Background: an optimization exercise with open tools, aiming at small area. Do not read the settings as production practice.
Function was checked by simulation only, so behaviour that the tests miss may differ from the original.
Power and IR drop assume default switching activity.

==> inputs of v9 <==
==> flow/design.v <==
module calc_core #(
  parameter  int WIDTH = 32,
  localparam int NIB   = WIDTH / 4,
  localparam int SHW   = $clog2(WIDTH)
) (
  input  logic               clk,
  input  logic               rst,
  input  logic [NIB-1:0]     inc_pulse,
  input  logic               dec,
  input  logic               sel,
  input  logic [3:0]         op,
  input  logic               start,
  output logic               busy,
  output logic               done,
  output logic [WIDTH-1:0]   opa,
  output logic [WIDTH-1:0]   opb,
  output logic [2*WIDTH-1:0] result,
  output logic [2*WIDTH-1:0] last_result,
  output logic               zf,
  output logic               sf,
  output logic               cf,
  output logic               of,
  output logic               err
);
  localparam int W2 = 2 * WIDTH;
  logic             busy_q, done_q, ph2_q, zv_q, wb_q, cfn_q, ofn_q, cq_q;
  logic [SHW:0]     cnt_q;
  logic [3:0]       opr_q;
  logic [WIDTH-1:0] x_q, y_q, opa_q, opb_q;
  logic [W2-1:0]    res_q, last_q;
  logic             sf_q, cf_q, of_q, err_q;
  logic o_add, o_sub, o_mul, o_div, o_and, o_or, o_nor, o_not, o_slt, o_sltu;
  logic o_shl, o_shr, o_sra, o_rol, o_pass, o_arith, o_cmp, o_logic, o_shift;
  always_comb begin
    o_add   = opr_q == 4'h0;
    o_sub   = opr_q == 4'h1;
    o_mul   = opr_q == 4'h2;
    o_div   = opr_q == 4'h3;
    o_and   = opr_q == 4'h4;
    o_or    = opr_q == 4'h5;
    o_nor   = opr_q == 4'h6;
    o_not   = opr_q == 4'h7;
    o_slt   = opr_q == 4'h8;
    o_sltu  = opr_q == 4'h9;
    o_shl   = opr_q == 4'hA;
    o_shr   = opr_q == 4'hB;
    o_sra   = opr_q == 4'hC;
    o_rol   = opr_q == 4'hD;
    o_pass  = opr_q == 4'hE;
    o_cmp   = o_slt | o_sltu;
    o_arith = o_add | o_sub | o_cmp;
    o_logic = o_and | o_or | o_nor | o_not | o_pass;
    o_shift = o_shl | o_shr | o_sra | o_rol;
  end
  logic [SHW:0]   cnt_inc;
  logic [SHW-1:0] tgt;
  logic           last, fin, p1end, dup, rot;
  always_comb begin
    cnt_inc = cnt_q + 1'b1;
    tgt     = ((o_shl | o_rol) && !ph2_q) ? opb_q[SHW-1:0] : '0;
    last    = cnt_inc[SHW] && (cnt_inc[SHW-1:0] == tgt);
    fin     = busy_q && !wb_q && last && (!o_shift || ph2_q);
    p1end   = last && o_shift && !ph2_q;
    dup     = o_rol && !ph2_q && !cnt_q[SHW];
    rot     = o_shift && !ph2_q && !dup;
  end
  logic             xa, yb, fbit, y0in, e, inv, cout, q, lt, ovf, x0in;
  logic [WIDTH-1:0] t, bp, s, x_step, y_step, xi;
  logic [WIDTH-1:0] u;
  logic             c, cb, pre;
  always_comb begin
    xa = x_q[WIDTH-1];
    yb = y_q[WIDTH-1];
    unique case (1'b1)
      o_mul:  fbit = 1'b0;
      dup:    fbit = yb;
      o_and:  fbit = xa & yb;
      o_or:   fbit = xa | yb;
      o_nor:  fbit = ~(xa | yb);
      o_not:  fbit = ~xa;
      default: fbit = xa;
    endcase
    t    = {y_q[WIDTH-2:0], fbit};
    e    = !o_mul || xa;
    inv  = o_sub || o_div || o_cmp;
    bp   = (opb_q & {WIDTH{e}}) ^ {WIDTH{inv}};
    cb = inv;
    for (int k = 0; k < 4; k++) begin
      c = (k == 0) ? inv : 1'b0;
      for (int j = 0; j < 8; j++) begin
        u[8*k+j] = t[8*k+j] ^ bp[8*k+j] ^ c;
        c = (t[8*k+j] & bp[8*k+j]) | (t[8*k+j] & c) | (bp[8*k+j] & c);
      end
      if (k == 0) begin
        s[7:0] = u[7:0];
        cb     = c;
      end else begin
        pre = 1'b1;
        for (int j = 0; j < 8; j++) begin
          s[8*k+j] = u[8*k+j] ^ (cb & pre);
          pre      = pre & u[8*k+j];
        end
        cb = c | (cb & pre);
      end
    end
    cout = cb;
    q    = yb | cout;
    ovf  = (t[WIDTH-1] == bp[WIDTH-1]) && (s[WIDTH-1] != t[WIDTH-1]);
    lt   = o_slt ? ((t[WIDTH-1] != opb_q[WIDTH-1]) ? t[WIDTH-1] : !cout)
                 : !cout;
    if (o_mul || (o_div && q) || ((o_add || o_sub) && last))
      y_step = s;
    else if (o_cmp && last)
      y_step = {{(WIDTH-1){1'b0}}, lt};
    else
      y_step = t;
    if (o_mul || rot || dup)
      x0in = yb;
    else
      x0in = o_div && q;
    xi = x_q;
    pre = cq_q;
    for (int j = 0; j < WIDTH; j++) begin
      xi[j] = x_q[j] ^ pre;
      pre   = pre & x_q[j];
    end
    x_step = {xi[WIDTH-2:0], x0in};
  end
  logic             i_shift, i_logic, i_shr;
  logic [WIDTH-1:0] x_load, y_load;
  always_comb begin
    i_shift = op[3] && (op[2:1] == 2'b01 || op[2:0] == 3'b100 || op[2:0] == 3'b101);
    i_logic = (op[3:2] == 2'b01) || op == 4'hE;
    i_shr   = op == 4'hB || op == 4'hC;
    if (i_shift)
      x_load = {WIDTH{op == 4'hC && res_q[WIDTH-1]}};
    else
      x_load = opa_q;
    if (i_logic)
      y_load = opb_q;
    else if (i_shift)
      y_load = res_q[WIDTH-1:0];
    else
      y_load = '0;
  end
  logic [WIDTH-1:0] opa_d, opb_d;
  logic             edit;
  function automatic logic [3:0] tog(input logic [3:0] n, input logic d, input logic en);
    logic [3:0] t;
    t[0] = en;
    t[1] = t[0] & (n[0] ^ d);
    t[2] = t[1] & (n[1] ^ d);
    t[3] = t[2] & (n[2] ^ d);
    tog = n ^ t;
  endfunction
  always_comb begin
    edit  = !busy_q && !start;
    for (int i = 0; i < NIB; i++) begin
      opa_d[4*i +: 4] = tog(opa_q[4*i +: 4], dec, edit && inc_pulse[i] && !sel);
      opb_d[4*i +: 4] = tog(opb_q[4*i +: 4], dec, edit && inc_pulse[i] && sel);
    end
  end
  logic bz;
  assign bz = (opb_q == '0);
  always_ff @(posedge clk) begin
    if (busy_q) begin
      x_q   <= x_step;
      y_q   <= y_step;
      cnt_q <= p1end ? '0 : cnt_inc;
      ph2_q <= ph2_q | p1end;
      wb_q  <= fin;
      cq_q  <= o_mul && cout;
      cfn_q <= cout;
      ofn_q <= ovf;
    end else begin
      x_q   <= x_load;
      y_q   <= y_load;
      cnt_q <= {1'b0, i_shr ? opb_q[SHW-1:0] : {SHW{1'b0}}};
      ph2_q <= 1'b0;
      wb_q  <= 1'b0;
      cq_q  <= 1'b0;
      opr_q <= op;
    end
  end
  always_ff @(posedge clk or posedge rst) begin
    if (rst) begin
      busy_q <= 1'b0;
      done_q <= 1'b0;
      opa_q  <= '0;
      opb_q  <= '0;
      res_q  <= '0;
      last_q <= '0;
      zv_q   <= 1'b0;
      sf_q   <= 1'b0;
      cf_q   <= 1'b0;
      of_q   <= 1'b0;
      err_q  <= 1'b0;
    end else begin
      opa_q  <= opa_d;
      opb_q  <= opb_d;
      done_q <= (busy_q && wb_q) || (!busy_q && start && op == 4'hF);
      if (busy_q) begin
        if (wb_q) busy_q <= 1'b0;
      end else if (start && op != 4'hF) begin
        busy_q <= 1'b1;
      end
      if (!busy_q && start && op == 4'hF) err_q <= 1'b1;
      if (busy_q && wb_q) begin
        res_q  <= {xi, y_q};
        last_q <= res_q;
        zv_q   <= 1'b1;
        sf_q   <= o_mul ? xi[WIDTH-1] : y_q[WIDTH-1];
        cf_q   <= (o_add || o_sub) && cfn_q;
        of_q   <= (o_add || o_sub) && ofn_q;
        err_q  <= o_div && bz;
      end
    end
  end
  assign busy        = busy_q;
  assign done        = done_q;
  assign opa         = opa_q;
  assign opb         = opb_q;
  assign result      = res_q;
  assign last_result = last_q;
  assign zf          = zv_q && (res_q == '0);
  assign sf          = sf_q;
  assign cf          = cf_q;
  assign of          = of_q;
  assign err         = err_q;
endmodule
==> flow/run.sh <==
#!/bin/bash
# synth_recipe.tcl (not shown) runs the flow's synth.tcl, then flattens the netlist and writes it again
# the make line also repeats each setting of config.mk as NAME=value (left out here)
make -C /OpenROAD-flow-scripts/flow DESIGN_CONFIG=/design/flow/config.mk WORK_HOME=/design/flow/orfs CLKGATE_MAP_FILE= SYNTH_SCRIPT=/design/flow/synth_recipe.tcl finish
==> flow/config.mk <==
export PLATFORM = sky130hd
export DESIGN_NAME = calc_core
export DESIGN_NICKNAME = calc_core
export VERILOG_FILES = /design/flow/design.v
export SDC_FILE = /design/flow/constraint.sdc
export NUM_CORES = 4
export LEC_CHECK = 0
export CAP_MARGIN = 40
export CORE_MARGIN = 2
export CORE_UTILIZATION = 40
export SLEW_MARGIN = 20
==> flow/constraint.sdc <==
create_clock -name core_clock -period 8.0 [get_ports {clk}]
set_input_delay 1.6000 -clock core_clock [delete_from_list [all_inputs] [get_ports {clk}]]
set_output_delay 1.6000 -clock core_clock [all_outputs]
set_load 0.01 [all_outputs]
==> v20: changes against v9 <==
==> flow/flow/run.sh (new file) <==
#!/bin/bash
# The standard layout (standard.sh) with two placement/CTS arguments changed:
# port buffers use the smallest buffer cell, and CTS inserts no dummy loads.
set -euo pipefail
export BUFFER_PORTS_ARGS="-buffer_cell sky130_fd_sc_hd__buf_1"
export CTS_ARGS="-sink_clustering_enable -repair_clock_nets -dont_use_dummy_load -buf_list sky130_fd_sc_hd__clkbuf_8 -sink_clustering_size 20 -sink_clustering_max_diameter 60"
bash standard.sh synth > synth.log 2>&1
bash standard.sh finish > layout.log 2>&1
==> flow/standard.sh (new file) <==
#!/bin/bash
# synth_recipe.tcl (not shown) runs the flow's synth.tcl, then flattens the netlist and writes it again
# the make line also repeats each setting of config.mk as NAME=value (left out here)
make -C /OpenROAD-flow-scripts/flow DESIGN_CONFIG=/design/flow/config.mk WORK_HOME=/design/flow/orfs CLKGATE_MAP_FILE= SYNTH_SCRIPT=/design/flow/synth_recipe.tcl "${@:-finish}"
removed: flow/run.sh
==> v11: changes against v9 <==
==> flow/design.v, changed modules only <==
module calc_core #(
  parameter  int WIDTH = 32,
  localparam int NIB   = WIDTH / 4,
  localparam int SHW   = $clog2(WIDTH)
) (
  input  logic               clk,
  input  logic               rst,
  input  logic [NIB-1:0]     inc_pulse,
  input  logic               dec,
  input  logic               sel,
  input  logic [3:0]         op,
  input  logic               start,
  output logic               busy,
  output logic               done,
  output logic [WIDTH-1:0]   opa,
  output logic [WIDTH-1:0]   opb,
  output logic [2*WIDTH-1:0] result,
  output logic [2*WIDTH-1:0] last_result,
  output logic               zf,
  output logic               sf,
  output logic               cf,
  output logic               of,
  output logic               err
);
  localparam int W2 = 2 * WIDTH;
  logic             busy_q, done_q, ph2_q, zv_q;
  logic [SHW:0]     cnt_q;
  logic [3:0]       opr_q;
  logic [WIDTH-1:0] x_q, y_q, opa_q, opb_q;
  logic [W2-1:0]    res_q, last_q;
  logic             sf_q, cf_q, of_q, err_q;
  logic o_add, o_sub, o_mul, o_div, o_and, o_or, o_nor, o_not, o_slt, o_sltu;
  logic o_shl, o_shr, o_sra, o_rol, o_pass, o_arith, o_cmp, o_logic, o_shift;
  always_comb begin
    o_add   = opr_q == 4'h0;
    o_sub   = opr_q == 4'h1;
    o_mul   = opr_q == 4'h2;
    o_div   = opr_q == 4'h3;
    o_and   = opr_q == 4'h4;
    o_or    = opr_q == 4'h5;
    o_nor   = opr_q == 4'h6;
    o_not   = opr_q == 4'h7;
    o_slt   = opr_q == 4'h8;
    o_sltu  = opr_q == 4'h9;
    o_shl   = opr_q == 4'hA;
    o_shr   = opr_q == 4'hB;
    o_sra   = opr_q == 4'hC;
    o_rol   = opr_q == 4'hD;
    o_pass  = opr_q == 4'hE;
    o_cmp   = o_slt | o_sltu;
    o_arith = o_add | o_sub | o_cmp;
    o_logic = o_and | o_or | o_nor | o_not | o_pass;
    o_shift = o_shl | o_shr | o_sra | o_rol;
  end
  logic [SHW:0]   cnt_inc;
  logic [SHW-1:0] tgt;
  logic           last, fin, p1end, dup, rot;
  always_comb begin
    cnt_inc = cnt_q + 1'b1;
    tgt     = ((o_shl | o_rol) && !ph2_q) ? opb_q[SHW-1:0] : '0;
    last    = cnt_inc[SHW] && (cnt_inc[SHW-1:0] == tgt);
    fin     = busy_q && last && (!o_shift || ph2_q);
    p1end   = last && o_shift && !ph2_q;
    dup     = o_rol && !ph2_q && !cnt_q[SHW];
    rot     = o_shift && !ph2_q && !dup;
  end
  logic             xa, yb, fbit, y0in, e, inv, cout, q, lt, ovf, x0in;
  logic [WIDTH-1:0] t, bp, s, x_step, y_step;
  logic [WIDTH+1:0] sum;
  always_comb begin
    xa = x_q[WIDTH-1];
    yb = y_q[WIDTH-1];
    unique case (1'b1)
      o_mul:  fbit = 1'b0;
      dup:    fbit = yb;
      o_and:  fbit = xa & yb;
      o_or:   fbit = xa | yb;
      o_nor:  fbit = ~(xa | yb);
      o_not:  fbit = ~xa;
      default: fbit = xa;
    endcase
    t    = {y_q[WIDTH-2:0], fbit};
    e    = !o_mul || xa;
    inv  = o_sub || o_div || o_cmp;
    bp   = (opb_q & {WIDTH{e}}) ^ {WIDTH{inv}};
    sum  = {1'b0, t, 1'b1} + {1'b0, bp, inv};
    s    = sum[WIDTH:1];
    cout = sum[WIDTH+1];
    q    = yb | cout;
    ovf  = (t[WIDTH-1] == bp[WIDTH-1]) && (s[WIDTH-1] != t[WIDTH-1]);
    lt   = o_slt ? ((t[WIDTH-1] != opb_q[WIDTH-1]) ? t[WIDTH-1] : !cout)
                 : !cout;
    if (o_mul || (o_div && q) || ((o_add || o_sub) && last))
      y_step = s;
    else if (o_cmp && last)
      y_step = {{(WIDTH-1){1'b0}}, lt};
    else
      y_step = t;
    if (o_mul || rot || dup)
      x0in = yb;
    else
      x0in = o_div && q;
    x_step = {x_q[WIDTH-2:0], x0in} + (o_mul & cout);
  end
  logic             i_shift, i_logic, i_shr;
  logic [WIDTH-1:0] x_load, y_load;
  always_comb begin
    i_shift = op[3] && (op[2:1] == 2'b01 || op[2:0] == 3'b100 || op[2:0] == 3'b101);
    i_logic = (op[3:2] == 2'b01) || op == 4'hE;
    i_shr   = op == 4'hB || op == 4'hC;
    if (i_shift)
      x_load = {WIDTH{op == 4'hC && res_q[WIDTH-1]}};
    else
      x_load = opa_q;
    if (i_logic)
      y_load = opb_q;
    else if (i_shift)
      y_load = res_q[WIDTH-1:0];
    else
      y_load = '0;
  end
  logic [WIDTH-1:0] ed, opa_d, opb_d;
  logic             edit;
  always_comb begin
    edit  = !busy_q && !start;
    ed    = sel ? opb_q : opa_q;
    for (int i = 0; i < NIB; i++) begin
      if (inc_pulse[i]) begin
        ed[4*i +: 4] = dec ? ed[4*i +: 4] - 4'd1 : ed[4*i +: 4] + 4'd1;
      end
    end
    opa_d = (edit && !sel) ? ed : opa_q;
    opb_d = (edit &&  sel) ? ed : opb_q;
  end
  logic bz;
  assign bz = (opb_q == '0);
  always_ff @(posedge clk) begin
    if (busy_q) begin
      x_q   <= x_step;
      y_q   <= y_step;
      cnt_q <= p1end ? '0 : cnt_inc;
      ph2_q <= ph2_q | p1end;
    end else begin
      x_q   <= x_load;
      y_q   <= y_load;
      cnt_q <= {1'b0, i_shr ? opb_q[SHW-1:0] : {SHW{1'b0}}};
      ph2_q <= 1'b0;
      opr_q <= op;
    end
  end
  always_ff @(posedge clk or posedge rst) begin
    if (rst) begin
      busy_q <= 1'b0;
      done_q <= 1'b0;
      opa_q  <= '0;
      opb_q  <= '0;
      res_q  <= '0;
      last_q <= '0;
      zv_q   <= 1'b0;
      sf_q   <= 1'b0;
      cf_q   <= 1'b0;
      of_q   <= 1'b0;
      err_q  <= 1'b0;
    end else begin
      opa_q  <= opa_d;
      opb_q  <= opb_d;
      done_q <= fin || (!busy_q && start && op == 4'hF);
      if (busy_q) begin
        if (fin) busy_q <= 1'b0;
      end else if (start && op != 4'hF) begin
        busy_q <= 1'b1;
      end
      if (!busy_q && start && op == 4'hF) err_q <= 1'b1;
      if (fin) begin
        res_q  <= {x_step, y_step};
        last_q <= res_q;
        zv_q   <= 1'b1;
        sf_q   <= o_mul ? x_step[WIDTH-1] : y_step[WIDTH-1];
        cf_q   <= (o_add || o_sub) && cout;
        of_q   <= (o_add || o_sub) && ovf;
        err_q  <= o_div && bz;
      end
    end
  end
  assign busy        = busy_q;
  assign done        = done_q;
  assign opa         = opa_q;
  assign opb         = opb_q;
  assign result      = res_q;
  assign last_result = last_q;
  assign zf          = zv_q && (res_q == '0);
  assign sf          = sf_q;
  assign cf          = cf_q;
  assign of          = of_q;
  assign err         = err_q;
endmodule
==> qor summary <==
quantity	v9	v11	v20
Clock buffer and inverter area fraction after layout	0.0625	0.0589	0.0213
Area fraction of the dominant cell type after synthesis	0.359	0.327	0.359
Die outline width	190 um	199 um	190 um
Routed length on met3	2.25 mm	2.57 mm	2.30 mm
CP dominant cell by count	sky130_fd_sc_hd__fa_1	-	sky130_fd_sc_hd__fa_1
Worst slack after detailed placement	948 ps	1500 ps	853 ps
Post-detailed-routing wire length	38.1 mm	47.8 mm	36.4 mm
Pin slew with the least headroom to its limit	802 ps	833 ps	802 ps
Met3 usage in global routing	0.0321	0.0454	0.0376
Clk_buf instances	49	49	24
H-tree depth reported by CTS	1	2	1
Final net count	1601	1828	1592
Routed length on met1	18.0 mm	22.3 mm	17.2 mm
Total die area	36100 um^2	39600 um^2	36100 um^2
Worst-skew pair later-pin latency	580 ps	530 ps	600 ps
Register share of the cell area	0.376	0.342	0.427
GR Util met1	0.316	0.344	0.295
Fraction of the mapped netlist area in simple logic gates	0.122	0.132	0.122
Number of cells in the design after placement	1937	2226	1934
Outcome	finished clean	finished clean	finished clean
Fraction of synthesis flops using an asynchronous set or reset pin	0.716	0.726	0.716
Total power	0.00733 W	0.00875 W	0.00613 W
First-pass GRT wire length	60.7 mm	73.8 mm	57.4 mm

-- afterwards: timing with drivers on the ports --
Ports are ideal in the flow. The routed layouts listed here were re-timed in OpenROAD.
Step 1: set_driving_cell puts a clkbuf_16 on clk and a buf_2 on each other input, an assumption about the parent block.
Step 2 moves the port delays by t, midway between the first and last clock arrival at a register: inputs arrive t later, outputs are due t later. That takes back most of the time a late clock gives input paths.
a / b / c = ideal / step 1 / step 2; a / b = the first two.
run	shift t [ns]	setup WS [ns]	worst setup path after step 2	worst data-port slew with drivers (ns)
v9	0.625	0.886 / 0.886 / 0.886	register to register	0.07
v20	0.595	0.731 / 0.731 / 0.731	register to register	0.07
v11	0.577	1.381 / 1.381 / 1.381	register to register	0.09
After both steps setup and hold are still met in every run listed.
